What follows belongs to an exercise in optimizing a design on an open flow for a short achievable clock period and few clock cycles per item; a production flow would make more cautious choices. Only simulation tests tie the RTL to the original design; equivalence was not proved. The clock port is modelled as an ideal driver, which makes a skipped or thinned clock tree look cheaper than it is; a real chip needs a root buffer or a tree. Power figures rest on the tool's default switching activity, not on a simulated workload.

==> run a <==
// rv_core
module rv_core (
    input  logic                  clock,
    input  logic                  arst_n,
    input  logic                  inst_valid,
    input  rv_core_pkg::inst_t    inst,
    input  rv_core_pkg::xlen_t    pc,
    output logic                  credit_return,
    output logic                  commit_valid,
    output rv_core_pkg::reg_idx_t commit_reg_idx,
    output rv_core_pkg::xlen_t    commit_data,
    output rv_core_pkg::xlen_t    commit_npc,
    output logic                  commit_illegal
);
Settings: LEC_CHECK=0, CAP_MARGIN=20, CORE_MARGIN=2, CORE_UTILIZATION=35, PLACE_DENSITY=0.5, SETUP_SLACK_MARGIN=5, SLEW_MARGIN=20, TNS_END_PERCENT=100; clock period 8.0 ns.
standard.sh (not shown) runs the stock make flow with config.mk's settings and CLKGATE_MAP_FILE= SYNTH_SCRIPT=/design/flow/synth_recipe.tcl, a recipe that flattens the netlist after the stock synthesis.
==> flow/flow/run.sh <==
#!/bin/bash
# Own layout flow: the standard ORFS flow (standard.sh) with these changes
#  - synthesis: the standard flow's synthesis script, but full/half adders are not
#    extracted into adder cells (ADDER_MAP_FILE empty) and ABC maps with a
#    delay-oriented script (flow/abc_delay.script); registers are untouched
#  - clock tree: flow/manual_cts.tcl (the PRE_CTS hook) replaces TritonCTS
#    with a balanced two-level tree: the clock port drives 4 root buffers,
#    each drives a quarter of the leaf buffers, each leaf drives ~24 flops
#    within a span of 130 um
#  - global route: flow/grt_repair.tcl (the PRE_GLOBAL_ROUTE hook) adds one
#    more setup repair pass on global route parasitics
# Every tool's output goes to ORFS's per-step logs under orfs/logs/, and the
# make output to own_flow.log in this folder.
set -uo pipefail
here=$(pwd)
abc_script=$here/flow/abc_delay.script
{
  echo "proc abc {args} {"
  echo "  set i [lsearch \$args -script]"
  echo "  set args [lreplace \$args \$i [expr {\$i + 1}] -script $abc_script]"
  echo "  set j [lsearch \$args -D]"
  echo "  if {\$j >= 0} { set args [lreplace \$args \$j [expr {\$j + 1}]] }"
  echo "  yosys abc -D 1500 {*}\$args"
  echo "}"
  cat "$here/synth_recipe.tcl"
} > "$here/own_synth.tcl"

export PRE_CTS_TCL=$here/flow/manual_cts.tcl
export PRE_GLOBAL_ROUTE_TCL=$here/flow/grt_repair.tcl
export MCTS_GROUP=24
export MCTS_SPAN=130000
export MCTS_ROOT=sky130_fd_sc_hd__buf_16
export MCTS_LEAF=sky130_fd_sc_hd__clkbuf_16

bash "$here/standard.sh" SYNTH_SCRIPT="$here/own_synth.tcl" ADDER_MAP_FILE= \
    SETUP_SLACK_MARGIN=5.5 finish > "$here/own_flow.log" 2>&1
status=$?
exit $status
==> flow/flow/grt_repair.tcl <==
# PRE_GLOBAL_ROUTE hook: the power recovery slot of global_route.tcl (empty
# in this flow) runs one more setup repair on global route parasitics,
# with more passes, between its start/end incremental global routes.
proc recover_power_helper { } {
  log_cmd estimate_parasitics -global_routing
  log_cmd repair_timing -setup -setup_margin 5.6 -repair_tns 100 \
    -max_passes 1000 -verbose
  log_cmd detailed_placement
}
==> flow/flow/manual_cts.tcl <==
# Manual two-level clock tree, used in place of TritonCTS (this file is the
# PRE_CTS hook and replaces the clock_tree_synthesis command).
# The clock port drives 4 root buffers; each root drives a quarter of the
# leaf buffers; each leaf buffer drives a compact group of about MCTS_GROUP
# flip-flop clock pins. Every register sees the same number of buffers, so
# the tree is balanced by construction. CTS's repair and the later steps run
# as usual.
proc mcts_centroid {items} {
  set sx 0
  set sy 0
  foreach s $items {
    set sx [expr {$sx + [lindex $s 0]}]
    set sy [expr {$sy + [lindex $s 1]}]
  }
  set k [llength $items]
  return [list [expr {$sx / $k}] [expr {$sy / $k}]]
}

proc mcts_place {block master name xy} {
  set inst [odb::dbInst_create $block $master $name]
  $inst setLocation [expr {[lindex $xy 0] - [$master getWidth] / 2}] \
    [expr {[lindex $xy 1] - [$master getHeight] / 2}]
  $inst setPlacementStatus PLACED
  return $inst
}

proc clock_tree_synthesis {args} {
  set group_size 28
  if { [info exists ::env(MCTS_GROUP)] } { set group_size $::env(MCTS_GROUP) }
  set db [ord::get_db]
  set block [ord::get_db_block]
  set leaf_master [$db findMaster [expr {[info exists ::env(MCTS_LEAF)] ? $::env(MCTS_LEAF) : "sky130_fd_sc_hd__clkbuf_16"}]]
  set root_master [$db findMaster [expr {[info exists ::env(MCTS_ROOT)] ? $::env(MCTS_ROOT) : "sky130_fd_sc_hd__clkbuf_16"}]]
  set clk_net [[$block findBTerm clock] getNet]
  $clk_net setSigType CLOCK

  # sinks: every instance pin on the clock net, at its cell's center
  set sinks {}
  foreach it [$clk_net getITerms] {
    set inst [$it getInst]
    set loc [$inst getLocation]
    set m [$inst getMaster]
    lappend sinks [list [expr {[lindex $loc 0] + [$m getWidth] / 2}] \
      [expr {[lindex $loc 1] + [$m getHeight] / 2}] $it]
  }
  set n [llength $sinks]
  set ngroups [expr {int(ceil(double($n) / $group_size))}]
  set nstrips [expr {max(1, int(round(sqrt($ngroups))))}]
  puts "manual cts: $n sinks, $ngroups groups in $nstrips strips"

  # vertical strips of equal sink count, then groups by y inside each strip
  set sorted [lsort -integer -index 0 $sinks]
  set per_strip [expr {int(ceil(double($n) / $nstrips))}]
  set groups {}
  for {set s 0} {$s < $nstrips} {incr s} {
    set strip [lrange $sorted [expr {$s * $per_strip}] [expr {($s + 1) * $per_strip - 1}]]
    if { [llength $strip] == 0 } { continue }
    set strip [lsort -integer -index 1 $strip]
    set ng [expr {int(ceil(double([llength $strip]) / $group_size))}]
    set per_group [expr {int(ceil(double([llength $strip]) / $ng))}]
    for {set g 0} {$g < $ng} {incr g} {
      set grp [lrange $strip [expr {$g * $per_group}] [expr {($g + 1) * $per_group - 1}]]
      if { [llength $grp] > 0 } { lappend groups $grp }
    }
  }

  # split any group whose pins spread wider than MCTS_SPAN (half perimeter,
  # in DBU) along its longer side, so no leaf drives a long net
  set span 60000
  if { [info exists ::env(MCTS_SPAN)] } { set span $::env(MCTS_SPAN) }
  set todo $groups
  set groups {}
  while { [llength $todo] > 0 } {
    set grp [lindex $todo 0]
    set todo [lrange $todo 1 end]
    set xs [lsort -integer [lmap s $grp {lindex $s 0}]]
    set ys [lsort -integer [lmap s $grp {lindex $s 1}]]
    set dx [expr {[lindex $xs end] - [lindex $xs 0]}]
    set dy [expr {[lindex $ys end] - [lindex $ys 0]}]
    if { $dx + $dy <= $span || [llength $grp] < 2 } {
      lappend groups $grp
      continue
    }
    set idx [expr {$dx >= $dy ? 0 : 1}]
    set grp [lsort -integer -index $idx $grp]
    set h [expr {[llength $grp] / 2}]
    lappend todo [lrange $grp 0 [expr {$h - 1}]] [lrange $grp $h end]
  }

  # a leaf buffer at the centroid of each group
  set leaves {}
  set i 0
  foreach grp $groups {
    set xy [mcts_centroid $grp]
    set inst [mcts_place $block $leaf_master "mcts_leaf_$i" $xy]
    set net [odb::dbNet_create $block "mcts_leaf_net_$i"]
    $net setSigType CLOCK
    [$inst findITerm X] connect $net
    foreach s $grp {
      set it [lindex $s 2]
      $it disconnect
      $it connect $net
    }
    lappend leaves [list [lindex $xy 0] [lindex $xy 1] $inst]
    incr i
  }

  # four equal sets of leaves by bisection: halves by x, then each by y
  set byx [lsort -integer -index 0 $leaves]
  set h [expr {[llength $byx] / 2}]
  set quads {}
  foreach half [list [lrange $byx 0 [expr {$h - 1}]] [lrange $byx $h end]] {
    set byy [lsort -integer -index 1 $half]
    set hh [expr {[llength $byy] / 2}]
    lappend quads [lrange $byy 0 [expr {$hh - 1}]] [lrange $byy $hh end]
  }

  # a root buffer at the centroid of each set, all four on the clock port
  set q 0
  foreach members $quads {
    if { [llength $members] == 0 } { continue }
    set rinst [mcts_place $block $root_master "mcts_root_$q" [mcts_centroid $members]]
    set rnet [odb::dbNet_create $block "mcts_root_net_$q"]
    $rnet setSigType CLOCK
    [$rinst findITerm X] connect $rnet
    [$rinst findITerm A] connect $clk_net
    foreach l $members {
      [[lindex $l 2] findITerm A] connect $rnet
    }
    puts "manual cts: root $q drives [llength $members] leaves"
    incr q
  }
  puts "manual cts: [llength $leaves] leaf buffers, $q roots"
  set_propagated_clock [all_clocks]
}
Other scripts of this flow, unchanged in this note and not shown: flow/flow/abc_delay.script
==> inputs of run b, as changes to run a <==
--- a/flow/design.v
+++ b/flow/design.v
@@ -78,14 +78,16 @@
         end
     end
 endmodule
 `timescale 1ns/1ns
 module rv_execute (
     input  rv_core_pkg::xlen_t a,
     input  rv_core_pkg::xlen_t b,
+    input  rv_core_pkg::xlen_t la,
+    input  rv_core_pkg::xlen_t lb,
     input  logic [4:0]         shl,     
     input  logic [4:0]         shr,
     input  logic               sra,
     output rv_core_pkg::xlen_t r_add,
     output rv_core_pkg::xlen_t r_sub,
     output rv_core_pkg::xlen_t r_sll,
     output rv_core_pkg::xlen_t r_sr,
@@ -94,22 +96,22 @@
     output rv_core_pkg::xlen_t r_xor,
     output rv_core_pkg::xlen_t r_or,
     output rv_core_pkg::xlen_t r_and
 );
     logic [32:0] sr_full;
     assign r_add  = a + b;
     assign r_sub  = a - b;
-    assign r_sll  = a << shl;
-    assign sr_full = $signed({sra & a[31], a}) >>> shr;
+    assign r_sll  = la << shl;
+    assign sr_full = $signed({sra & la[31], la}) >>> shr;
     assign r_sr   = sr_full[31:0];
     assign r_slt  = $signed(a) < $signed(b);
     assign r_sltu = a < b;
-    assign r_xor  = a ^ b;
-    assign r_or   = a | b;
-    assign r_and  = a & b;
+    assign r_xor  = la ^ lb;
+    assign r_or   = la | lb;
+    assign r_and  = la & lb;
 endmodule
 module rv_alu_mux (
     input  logic [rv_core_pkg::NUM_SEL-1:0] g,
     input  rv_core_pkg::xlen_t r_add,
     input  rv_core_pkg::xlen_t r_sub,
     input  rv_core_pkg::xlen_t r_sll,
     input  rv_core_pkg::xlen_t r_sr,
@@ -216,16 +218,18 @@
     logic                  f_fwd1, f_fwd2;    
     logic                  f_byp1, f_byp2;
     logic [NR-1:0]         f_rf1, f_rf2;
     logic                  x_writes;
     rv_core_pkg::reg_idx_t x_rd;
     logic                  x_illegal;
     rv_core_pkg::xlen_t    x_npc;
-    rv_core_pkg::xlen_t    x_a;
+    rv_core_pkg::xlen_t    x_a;           
     rv_core_pkg::xlen_t    x_b;
+    rv_core_pkg::xlen_t    x_la;          
+    rv_core_pkg::xlen_t    x_lb;
     logic [4:0]            x_shl;         
     logic [4:0]            x_shr;
     logic                  x_sra;
     logic                  x_valid;
     logic                  c_writes;
     logic                  c_valid;
     rv_core_pkg::reg_idx_t c_idx;
@@ -300,14 +304,16 @@
         .rs2_data (rf_rs2)
     );
     rv_core_pkg::xlen_t r_add, r_sub, r_sll, r_sr, r_xor, r_or, r_and;
     logic               r_slt, r_sltu;
     rv_execute rv_execute_i (
         .a      (x_a),
         .b      (x_b),
+        .la     (x_la),
+        .lb     (x_lb),
         .shl    (x_shl),
         .shr    (x_shr),
         .sra    (x_sra),
         .r_add  (r_add),
         .r_sub  (r_sub),
         .r_sll  (r_sll),
         .r_sr   (r_sr),
@@ -321,21 +327,46 @@
     rv_alu_mux mux_r (
         .g (x_sel),
         .r_add (r_add), .r_sub (r_sub), .r_sll (r_sll), .r_sr (r_sr),
         .r_slt (r_slt), .r_sltu (r_sltu), .r_xor (r_xor), .r_or (r_or), .r_and (r_and),
         .y (res)
     );
     logic               d_fwd1, d_fwd2;
-    rv_core_pkg::xlen_t d_a_old, d_b_old, d_a, d_b;
+    rv_core_pkg::xlen_t d_b_old;   
+    logic               d_ar, d_lg;
+    logic               d_fwd1_ar, d_fwd2_ar, d_fwd1_lg, d_fwd2_lg;
+    logic               d_byp1_ar, d_byp2_ar, d_byp1_lg, d_byp2_lg;
+    logic               d_rfen1_ar, d_rfen2_ar, d_rfen1_lg, d_rfen2_lg;
+    rv_core_pkg::xlen_t d_a_ar, d_b_ar, d_a_lg, d_b_lg;
+    assign d_ar = f_sel[rv_core_pkg::SEL_ADD] | f_sel[rv_core_pkg::SEL_SUB]
+                | f_sel[rv_core_pkg::SEL_SLT] | f_sel[rv_core_pkg::SEL_SLTU];
+    assign d_lg = !d_ar;
+    assign d_fwd1_ar  = d_fwd1 && d_ar;
+    assign d_fwd2_ar  = d_fwd2 && d_ar;
+    assign d_fwd1_lg  = d_fwd1 && d_lg;
+    assign d_fwd2_lg  = d_fwd2 && d_lg;
+    assign d_byp1_ar  = d_byp1 && d_ar;
+    assign d_byp2_ar  = d_byp2 && d_ar;
+    assign d_byp1_lg  = d_byp1 && d_lg;
+    assign d_byp2_lg  = d_byp2 && d_lg;
+    assign d_rfen1_ar = d_rfen1 && d_ar;
+    assign d_rfen2_ar = d_rfen2 && d_ar;
+    assign d_rfen1_lg = d_rfen1 && d_lg;
+    assign d_rfen2_lg = d_rfen2 && d_lg;
+    assign d_a_ar = ({32{d_fwd1_ar}} & res) | ({32{d_byp1_ar}} & w_data)
+                  | ({32{d_rfen1_ar}} & rf_rs1);
+    assign d_b_ar = ({32{d_fwd2_ar}} & res) | ({32{d_byp2_ar}} & w_data)
+                  | ({32{d_rfen2_ar}} & rf_rs2) | (f_imm & {32{d_ar}});
+    assign d_a_lg = ({32{d_fwd1_lg}} & res) | ({32{d_byp1_lg}} & w_data)
+                  | ({32{d_rfen1_lg}} & rf_rs1);
+    assign d_b_lg = ({32{d_fwd2_lg}} & res) | ({32{d_byp2_lg}} & w_data)
+                  | ({32{d_rfen2_lg}} & rf_rs2) | (f_imm & {32{d_lg}});
     assign d_fwd1  = f_use1 && f_fwd1;
     assign d_fwd2  = f_use2 && f_fwd2;
-    assign d_a_old = ({32{d_byp1}} & w_data) | ({32{d_rfen1}} & rf_rs1);
     assign d_b_old = ({32{d_byp2}} & w_data) | ({32{d_rfen2}} & rf_rs2) | f_imm;
-    assign d_a     = ({32{d_fwd1}} & res) | d_a_old;
-    assign d_b     = ({32{d_fwd2}} & res) | d_b_old;
     always_ff @(posedge clock or negedge arst_n) begin
         if (!arst_n) begin
             x_valid      <= 1'b0;
             x_writes     <= 1'b0;
             c_valid      <= 1'b0;
             c_writes     <= 1'b0;
             commit_valid <= 1'b0;
@@ -349,16 +380,18 @@
             credit_return <= f_valid;
         end
     end
     always_ff @(posedge clock) begin
         x_rd      <= f_rd;
         x_illegal <= f_illegal;
         x_npc     <= f_pc + 32'd4;
-        x_a       <= d_a;
-        x_b       <= d_b;
+        x_a       <= d_a_ar;
+        x_b       <= d_b_ar;
+        x_la      <= d_a_lg;
+        x_lb      <= d_b_lg;
         x_shl     <= ({5{d_fwd2 && f_sh_l}} & res[4:0]) | ({5{f_sh_l}} & d_b_old[4:0]);
         x_shr     <= ({5{d_fwd2 && f_sh_r}} & res[4:0]) | ({5{f_sh_r}} & d_b_old[4:0]);
         x_sra     <= f_sra;
         x_sel     <= f_sel;
         c_idx          <= x_writes ? x_rd : rv_core_pkg::ZERO_REG;
         c_data         <= res & {32{x_writes}};
         w_idx          <= x_rd;
--- a/flow/flow/run.sh
+++ b/flow/flow/run.sh
@@ -29,10 +29,10 @@
 export PRE_GLOBAL_ROUTE_TCL=$here/flow/grt_repair.tcl
 export MCTS_GROUP=24
 export MCTS_SPAN=130000
 export MCTS_ROOT=sky130_fd_sc_hd__buf_16
 export MCTS_LEAF=sky130_fd_sc_hd__clkbuf_16
 
 bash "$here/standard.sh" SYNTH_SCRIPT="$here/own_synth.tcl" ADDER_MAP_FILE= \
-    SETUP_SLACK_MARGIN=5.5 finish > "$here/own_flow.log" 2>&1
+    SETUP_SLACK_MARGIN=5.7 finish > "$here/own_flow.log" 2>&1
 status=$?
 exit $status
==> flow/flow/grt_repair.tcl (replaced) <==
# PRE_GLOBAL_ROUTE hook: the power recovery slot of global_route.tcl (empty
# in this flow) runs one more setup repair on global route parasitics,
# with more passes, between its start/end incremental global routes.
proc recover_power_helper { } {
  log_cmd estimate_parasitics -global_routing
  log_cmd repair_timing -setup -setup_margin 5.8 -repair_tns 100 \
    -max_passes 1000 -verbose
  log_cmd detailed_placement
}
==> inputs of run c, as changes to run a <==
--- a/flow/design.v
+++ b/flow/design.v
@@ -78,14 +78,16 @@
         end
     end
 endmodule
 `timescale 1ns/1ns
 module rv_execute (
     input  rv_core_pkg::xlen_t a,
     input  rv_core_pkg::xlen_t b,
+    input  rv_core_pkg::xlen_t la,
+    input  rv_core_pkg::xlen_t lb,
     input  logic [4:0]         shl,     
     input  logic [4:0]         shr,
     input  logic               sra,
     output rv_core_pkg::xlen_t r_add,
     output rv_core_pkg::xlen_t r_sub,
     output rv_core_pkg::xlen_t r_sll,
     output rv_core_pkg::xlen_t r_sr,
@@ -94,22 +96,22 @@
     output rv_core_pkg::xlen_t r_xor,
     output rv_core_pkg::xlen_t r_or,
     output rv_core_pkg::xlen_t r_and
 );
     logic [32:0] sr_full;
     assign r_add  = a + b;
     assign r_sub  = a - b;
-    assign r_sll  = a << shl;
-    assign sr_full = $signed({sra & a[31], a}) >>> shr;
+    assign r_sll  = la << shl;
+    assign sr_full = $signed({sra & la[31], la}) >>> shr;
     assign r_sr   = sr_full[31:0];
     assign r_slt  = $signed(a) < $signed(b);
     assign r_sltu = a < b;
-    assign r_xor  = a ^ b;
-    assign r_or   = a | b;
-    assign r_and  = a & b;
+    assign r_xor  = la ^ lb;
+    assign r_or   = la | lb;
+    assign r_and  = la & lb;
 endmodule
 module rv_alu_mux (
     input  logic [rv_core_pkg::NUM_SEL-1:0] g,
     input  rv_core_pkg::xlen_t r_add,
     input  rv_core_pkg::xlen_t r_sub,
     input  rv_core_pkg::xlen_t r_sll,
     input  rv_core_pkg::xlen_t r_sr,
@@ -216,16 +218,18 @@
     logic                  f_fwd1, f_fwd2;    
     logic                  f_byp1, f_byp2;
     logic [NR-1:0]         f_rf1, f_rf2;
     logic                  x_writes;
     rv_core_pkg::reg_idx_t x_rd;
     logic                  x_illegal;
     rv_core_pkg::xlen_t    x_npc;
-    rv_core_pkg::xlen_t    x_a;
+    rv_core_pkg::xlen_t    x_a;           
     rv_core_pkg::xlen_t    x_b;
+    rv_core_pkg::xlen_t    x_la;          
+    rv_core_pkg::xlen_t    x_lb;
     logic [4:0]            x_shl;         
     logic [4:0]            x_shr;
     logic                  x_sra;
     logic                  x_valid;
     logic                  c_writes;
     logic                  c_valid;
     rv_core_pkg::reg_idx_t c_idx;
@@ -300,14 +304,16 @@
         .rs2_data (rf_rs2)
     );
     rv_core_pkg::xlen_t r_add, r_sub, r_sll, r_sr, r_xor, r_or, r_and;
     logic               r_slt, r_sltu;
     rv_execute rv_execute_i (
         .a      (x_a),
         .b      (x_b),
+        .la     (x_la),
+        .lb     (x_lb),
         .shl    (x_shl),
         .shr    (x_shr),
         .sra    (x_sra),
         .r_add  (r_add),
         .r_sub  (r_sub),
         .r_sll  (r_sll),
         .r_sr   (r_sr),
@@ -321,21 +327,46 @@
     rv_alu_mux mux_r (
         .g (x_sel),
         .r_add (r_add), .r_sub (r_sub), .r_sll (r_sll), .r_sr (r_sr),
         .r_slt (r_slt), .r_sltu (r_sltu), .r_xor (r_xor), .r_or (r_or), .r_and (r_and),
         .y (res)
     );
     logic               d_fwd1, d_fwd2;
-    rv_core_pkg::xlen_t d_a_old, d_b_old, d_a, d_b;
+    rv_core_pkg::xlen_t d_b_old;   
+    logic               d_ar, d_lg;
+    logic               d_fwd1_ar, d_fwd2_ar, d_fwd1_lg, d_fwd2_lg;
+    logic               d_byp1_ar, d_byp2_ar, d_byp1_lg, d_byp2_lg;
+    logic               d_rfen1_ar, d_rfen2_ar, d_rfen1_lg, d_rfen2_lg;
+    rv_core_pkg::xlen_t d_a_ar, d_b_ar, d_a_lg, d_b_lg;
+    assign d_ar = f_sel[rv_core_pkg::SEL_ADD] | f_sel[rv_core_pkg::SEL_SUB]
+                | f_sel[rv_core_pkg::SEL_SLT] | f_sel[rv_core_pkg::SEL_SLTU];
+    assign d_lg = !d_ar;
+    assign d_fwd1_ar  = d_fwd1 && d_ar;
+    assign d_fwd2_ar  = d_fwd2 && d_ar;
+    assign d_fwd1_lg  = d_fwd1 && d_lg;
+    assign d_fwd2_lg  = d_fwd2 && d_lg;
+    assign d_byp1_ar  = d_byp1 && d_ar;
+    assign d_byp2_ar  = d_byp2 && d_ar;
+    assign d_byp1_lg  = d_byp1 && d_lg;
+    assign d_byp2_lg  = d_byp2 && d_lg;
+    assign d_rfen1_ar = d_rfen1 && d_ar;
+    assign d_rfen2_ar = d_rfen2 && d_ar;
+    assign d_rfen1_lg = d_rfen1 && d_lg;
+    assign d_rfen2_lg = d_rfen2 && d_lg;
+    assign d_a_ar = ({32{d_fwd1_ar}} & res) | ({32{d_byp1_ar}} & w_data)
+                  | ({32{d_rfen1_ar}} & rf_rs1);
+    assign d_b_ar = ({32{d_fwd2_ar}} & res) | ({32{d_byp2_ar}} & w_data)
+                  | ({32{d_rfen2_ar}} & rf_rs2) | (f_imm & {32{d_ar}});
+    assign d_a_lg = ({32{d_fwd1_lg}} & res) | ({32{d_byp1_lg}} & w_data)
+                  | ({32{d_rfen1_lg}} & rf_rs1);
+    assign d_b_lg = ({32{d_fwd2_lg}} & res) | ({32{d_byp2_lg}} & w_data)
+                  | ({32{d_rfen2_lg}} & rf_rs2) | (f_imm & {32{d_lg}});
     assign d_fwd1  = f_use1 && f_fwd1;
     assign d_fwd2  = f_use2 && f_fwd2;
-    assign d_a_old = ({32{d_byp1}} & w_data) | ({32{d_rfen1}} & rf_rs1);
     assign d_b_old = ({32{d_byp2}} & w_data) | ({32{d_rfen2}} & rf_rs2) | f_imm;
-    assign d_a     = ({32{d_fwd1}} & res) | d_a_old;
-    assign d_b     = ({32{d_fwd2}} & res) | d_b_old;
     always_ff @(posedge clock or negedge arst_n) begin
         if (!arst_n) begin
             x_valid      <= 1'b0;
             x_writes     <= 1'b0;
             c_valid      <= 1'b0;
             c_writes     <= 1'b0;
             commit_valid <= 1'b0;
@@ -349,16 +380,18 @@
             credit_return <= f_valid;
         end
     end
     always_ff @(posedge clock) begin
         x_rd      <= f_rd;
         x_illegal <= f_illegal;
         x_npc     <= f_pc + 32'd4;
-        x_a       <= d_a;
-        x_b       <= d_b;
+        x_a       <= d_a_ar;
+        x_b       <= d_b_ar;
+        x_la      <= d_a_lg;
+        x_lb      <= d_b_lg;
         x_shl     <= ({5{d_fwd2 && f_sh_l}} & res[4:0]) | ({5{f_sh_l}} & d_b_old[4:0]);
         x_shr     <= ({5{d_fwd2 && f_sh_r}} & res[4:0]) | ({5{f_sh_r}} & d_b_old[4:0]);
         x_sra     <= f_sra;
         x_sel     <= f_sel;
         c_idx          <= x_writes ? x_rd : rv_core_pkg::ZERO_REG;
         c_data         <= res & {32{x_writes}};
         w_idx          <= x_rd;
--- a/flow/flow/run.sh
+++ b/flow/flow/run.sh
@@ -1,15 +1,15 @@
 #!/bin/bash
 # Own layout flow: the standard ORFS flow (standard.sh) with these changes
 #  - synthesis: the standard flow's synthesis script, but full/half adders are not
 #    extracted into adder cells (ADDER_MAP_FILE empty) and ABC maps with a
 #    delay-oriented script (flow/abc_delay.script); registers are untouched
 #  - clock tree: flow/manual_cts.tcl (the PRE_CTS hook) replaces TritonCTS
 #    with a balanced two-level tree: the clock port drives 4 root buffers,
-#    each drives a quarter of the leaf buffers, each leaf drives ~24 flops
+#    each drives a quarter of the leaf buffers, each leaf drives ~26 flops
 #    within a span of 130 um
 #  - global route: flow/grt_repair.tcl (the PRE_GLOBAL_ROUTE hook) adds one
 #    more setup repair pass on global route parasitics
 # Every tool's output goes to ORFS's per-step logs under orfs/logs/, and the
 # make output to own_flow.log in this folder.
 set -uo pipefail
 here=$(pwd)
@@ -23,15 +23,15 @@
   echo "  yosys abc -D 1500 {*}\$args"
   echo "}"
   cat "$here/synth_recipe.tcl"
 } > "$here/own_synth.tcl"
 
 export PRE_CTS_TCL=$here/flow/manual_cts.tcl
 export PRE_GLOBAL_ROUTE_TCL=$here/flow/grt_repair.tcl
-export MCTS_GROUP=24
+export MCTS_GROUP=26
 export MCTS_SPAN=130000
 export MCTS_ROOT=sky130_fd_sc_hd__buf_16
 export MCTS_LEAF=sky130_fd_sc_hd__clkbuf_16
 
 bash "$here/standard.sh" SYNTH_SCRIPT="$here/own_synth.tcl" ADDER_MAP_FILE= \
     SETUP_SLACK_MARGIN=5.5 finish > "$here/own_flow.log" 2>&1
 status=$?
==> results.txt <==
Seq group: run c 8.60 mW; run a 8.34 mW; run b 8.61 mW
Net count after synthesis: run c 7144; run a 6589; run b 7144
Combinational cell fraction of total power: run c 0.076; run a 0.060; run b 0.089
Status: run c timing/DRC/antenna clean; run a timing/DRC/antenna clean; run b timing/DRC/antenna clean
Proportion of synthesized area in mux cells: run c 0.009292; run a 0.01209; run b 0.009292
Compound-cell area share of the yosys netlist: run c 0.1741; run a 0.1699; run b 0.1741
Core Rows: run c 162; run a 158; run b 162
Worst EP arrival: run c 1.04 ns; run a 1.08 ns; run b 1.04 ns
Share of synthesized cell area in and, or, nand and nor gates: run c 0.1281; run a 0.1218; run b 0.1281
Core Box Area: run c 195400 um^2; run a 185600 um^2; run b 195400 um^2
Reg2reg start: run c x_b[8]; run a x_shr[0]; run b x_shr[0]
Multi-input gates: run c 3927; run a 3542; run b 3927
Clk. pwr: run c 4.20 mW; run a 4.05 mW; run b 4.08 mW
Resize count post-CTS: run c 1060; run a 1133; run b 1698
Area enclosed by the die boundary: run c 200600 um^2; run a 190300 um^2; run b 200600 um^2
Fraction of area in multi-input gates: run c 0.3262; run a 0.3174; run b 0.3303
#FFs+latches synth: run c 1529; run a 1465; run b 1529
Testbench counts of run a, summed over its fixed seeds: cycles 8,032, items 8,000.
Testbench counts of run b, summed over its fixed seeds: cycles 8,032, items 8,000.
Testbench counts of run c, summed over its fixed seeds: cycles 8,032, items 8,000.
In every run of this note, the design's own scripts or RTL, not TritonCTS, make the clock network.

## afterwards: timing with drivers on the ports
How much do the figures lean on ideal ports? The routed layouts below were timed once more, with nothing changed but the port constraints. Step 1 sets driving cells, clkbuf_16 on the clock port and buf_2 on the other inputs (assumed; they add their load-dependent delay and slew). Step 2, shift: input delay + t, output delay - t, t = (earliest + latest rising clock arrival at the registers) / 2. This alone moves slack from input paths to output paths. a / b / c = ideal / step 1 / step 2; a / b = the first two.
run	t (ns)	slack for setup (ns)	clock arrival spread, ns	pins driven straight from the clock port
run a	0.704	5.316 / 5.115 / 5.079	0.116 / 0.116	4
run b	0.730	5.364 / 5.160 / 5.266	0.063 / 0.062	4
run c	0.719	5.362 / 5.150 / 5.076	0.116 / 0.116	4
After both steps setup and hold are still met in every run listed. The setup slack of run c, which loses most, moves by -0.212 ns with the drivers and by -0.286 ns with both steps.
